This is an optimization exercise on Yosys and OpenROAD, whose aim is small area and a short achievable clock period, not a production implementation.
In this exercise RTL edits were held to simulation tests only and were not proved equivalent to the original.
Power is estimated from default activity; no workload was simulated.

== alpha ==
==> flow/design.v <==
module rf_oai22 (
  input  logic a0, b0, a1, b1,
  output logic y
);
  assign y = ~((a0 | b0) & (a1 | b1));
endmodule
module rf_nor2 (
  input  logic a, b,
  output logic y
);
  assign y = ~(a | b);
endmodule
module rf_nand3 (
  input  logic a, b, c,
  output logic y
);
  assign y = ~(a & b & c);
endmodule
module rf_rddec (
  input  logic [4:0]  addr,
  output logic [31:1] sel_n
);
  logic [3:0] p01, p23;
  logic [1:0] p4;
  for (genvar j = 0; j < 4; j++) begin : g_p
    assign p01[j] = (addr[1:0] == 2'(j));
    assign p23[j] = (addr[3:2] == 2'(j));
  end
  assign p4 = {addr[4], ~addr[4]};
  for (genvar k = 1; k < 32; k++) begin : g_k
    rf_nand3 u_nd (.a (p01[k % 4]), .b (p23[(k / 4) % 4]), .c (p4[k / 16]), .y (sel_n[k]));
  end
endmodule
module rf_nand4 (
  input  logic a, b, c, d,
  output logic y
);
  assign y = ~(a & b & c & d);
endmodule
module rf_rdport #(
  parameter int W = 33
) (
  input  logic [31:1]        sel_n,
  input  logic [31:1][W-1:0] ent_n,
  output logic [W-1:0]       dout
);
  for (genvar b = 0; b < W; b++) begin : g_bit
    logic [15:0] y;
    logic [7:0]  z;
    logic [1:0]  w;
    for (genvar g = 0; g < 15; g++) begin : g_grp
      rf_oai22 u_oai (
        .a0 (sel_n[2*g+1]), .b0 (ent_n[2*g+1][b]),
        .a1 (sel_n[2*g+2]), .b1 (ent_n[2*g+2][b]),
        .y  (y[g])
      );
    end
    rf_nor2 u_nor15 (.a (sel_n[31]), .b (ent_n[31][b]), .y (y[15]));
    for (genvar j = 0; j < 8; j++) begin : g_z
      rf_nor2 u_z (.a (y[2*j]), .b (y[2*j+1]), .y (z[j]));
    end
    for (genvar j = 0; j < 2; j++) begin : g_w
      rf_nand4 u_w (.a (z[4*j]), .b (z[4*j+1]), .c (z[4*j+2]), .d (z[4*j+3]), .y (w[j]));
    end
    assign dout[b] = |w;
  end
endmodule
module regfile_sb #(
  parameter int DATA_W = 32,
  parameter int ADDR_W = 5
) (
  input  logic              clk,
  input  logic              reset,
  input  logic              rg_wrt_en,
  input  logic [ADDR_W-1:0] rg_wrt_addr,
  input  logic [DATA_W-1:0] rg_wrt_data,
  input  logic [ADDR_W-1:0] rg_rd_addr1,
  input  logic [ADDR_W-1:0] rg_rd_addr2,
  output logic [DATA_W-1:0] rg_rd_data1,
  output logic [DATA_W-1:0] rg_rd_data2,
  input  logic              sb_set_en,
  input  logic [ADDR_W-1:0] sb_set_addr,
  output logic              rd_busy1,
  output logic              rd_busy2,
  output logic              stall,
  output logic [ADDR_W:0]   pend_cnt
);
  localparam int DEPTH = 2**ADDR_W;
  logic [DEPTH-1:1][DATA_W:0] ent_n;     
  logic [DEPTH-1:1]           busy_n;
  logic [DEPTH-1:1]           wr_hit, set_hit, ld;
  logic [DEPTH-1:1]           sel1_n, sel2_n;
  logic [DATA_W-1:0]          wr_data_n;
  logic [ADDR_W:0]            pend_cnt_q;
  assign wr_data_n = ~rg_wrt_data | {DATA_W{reset}};
  rf_rddec u_dec1 (.addr (rg_rd_addr1), .sel_n (sel1_n));
  rf_rddec u_dec2 (.addr (rg_rd_addr2), .sel_n (sel2_n));
  for (genvar i = 1; i < DEPTH; i++) begin : g_ent
    assign wr_hit[i]  = rg_wrt_en && (rg_wrt_addr == ADDR_W'(i));
    assign set_hit[i] = sb_set_en && (sb_set_addr == ADDR_W'(i));
    assign ld[i]      = reset || wr_hit[i];
    logic [DATA_W-1:0] data_n_q;
    logic              busy_n_q;
    always_ff @(posedge clk) begin
      if (ld[i]) data_n_q <= wr_data_n;
    end
    always_ff @(posedge clk) begin
      if (reset)           busy_n_q <= 1'b1;
      else if (set_hit[i]) busy_n_q <= 1'b0;
      else if (wr_hit[i])  busy_n_q <= 1'b1;
    end
    assign busy_n[i] = busy_n_q;
    assign ent_n[i]  = {busy_n_q, data_n_q};
  end
  rf_rdport #(.W(DATA_W + 1)) u_rd1 (
    .sel_n (sel1_n),
    .ent_n (ent_n),
    .dout  ({rd_busy1, rg_rd_data1})
  );
  rf_rdport #(.W(DATA_W + 1)) u_rd2 (
    .sel_n (sel2_n),
    .ent_n (ent_n),
    .dout  ({rd_busy2, rg_rd_data2})
  );
  assign stall = rd_busy1 | rd_busy2;
  logic inc, dec;
  assign inc = |(set_hit & busy_n);
  assign dec = |(wr_hit & ~busy_n & ~set_hit);
  always_ff @(posedge clk) begin
    if (reset)            pend_cnt_q <= '0;
    else if (inc && !dec) pend_cnt_q <= pend_cnt_q + 1'b1;
    else if (dec && !inc) pend_cnt_q <= pend_cnt_q - 1'b1;
  end
  assign pend_cnt = pend_cnt_q;
endmodule
clock: 6.5 ns
lec_check: 0
cap_margin: 20
core_margin: 2
core_utilization: 40
cts_cluster_diameter: 80
cts_cluster_size: 24
setup_slack_margin: 2.2
slew_margin: 20
synth_hierarchical: 1
standard.sh (not shown) runs the stock make flow with config.mk's settings and CLKGATE_MAP_FILE= SYNTH_SCRIPT=/design/flow/synth_recipe.tcl, a recipe that flattens the netlist after the stock synthesis.
==> flow/flow/run.sh <==
#!/bin/bash
# Standard layout (bash standard.sh), with two changes to how it is made:
#  - port buffers are sky130_fd_sc_hd__buf_2 (buffer_ports otherwise picks a
#    delay cell), so timing repair starts from a plain buffer on every port;
#  - sizing may swap cells of a different footprint (MATCH_CELL_FOOTPRINT=0).
# Synthesis, floorplan, power grid, tap cells, CTS and routing are otherwise
# the standard flow's. The make output goes to make.log in the work folder;
# each ORFS step keeps its own log under orfs/logs.
set -euo pipefail
export BUFFER_PORTS_ARGS="-buffer_cell sky130_fd_sc_hd__buf_2"
sed 's#"\${@:-finish}"#MATCH_CELL_FOOTPRINT=0 "${@:-finish}"#' standard.sh > std_fp.sh
grep -q 'MATCH_CELL_FOOTPRINT=0' std_fp.sh
bash std_fp.sh finish > make.log 2>&1
test -s out/final.def
alpha ran to completion and came out clean on the timing, design-rule and antenna checks.
#### Input delta (beta over alpha)
Settings: SETUP_SLACK_MARGIN: 2.2 -> 2.0.
Notes after the runs:
- Re minimum setup slack in the final design: alpha and beta aren't equal, and the higher value belongs to beta.
- Taking alpha as the reference point, the final critical path time including I/O delays and setup of beta falls by 390 ps.
- beta vs. alpha: total power shows a reduction of 490 uW, final core area utilization shows a reduction of 6.9 points.
Inputs modified between beta and gamma:
Settings: SETUP_SLACK_MARGIN changed from 2.0 to 1.8.
### Flow results
Side by side, fraction of area in multi-input gates turned out higher in gamma than in beta.
[compare] base=beta new=gamma: overall power consumption went down about 0.8%, routed wire length went down about 5.4%, worst hold slack after final layout held.
gamma reports a lower peak clock frequency supported by timing than beta does.

[re-timing with driven ports]
No port has a modelled driver above. Below, the same layouts with a new extraction and two added sets of constraints.
Step 1: set_driving_cell puts a clkbuf_16 on clk and a buf_2 on each other input, an assumption about the parent block.
Step 2 moves the port delays by t, midway between the first and last clock arrival at a register: inputs arrive t later, outputs are due t later. That takes back most of the time a late clock gives input paths.
a / b / c = ideal / step 1 / step 2; a / b = the first two.
| run | t, ns | setup WS [ns] | hold slack, ns | worst setup path after step 2 |
|---|---|---|---|---|
| alpha | 0.752 | 1.533 / 1.442 / 1.442 | 0.502 / 0.502 / 0.502 | input to output |
| beta | 0.732 | 1.922 / 1.873 / 1.490 | 0.485 / 0.485 / 0.485 | input to register |
| gamma | 0.726 | 1.692 / 1.589 / 1.417 | 0.484 / 0.484 / 0.484 | input to register |
After both steps setup and hold are still met in every run listed. The setup slack of beta, which loses most, moves by -0.049 ns with the drivers and by -0.432 ns with both steps.
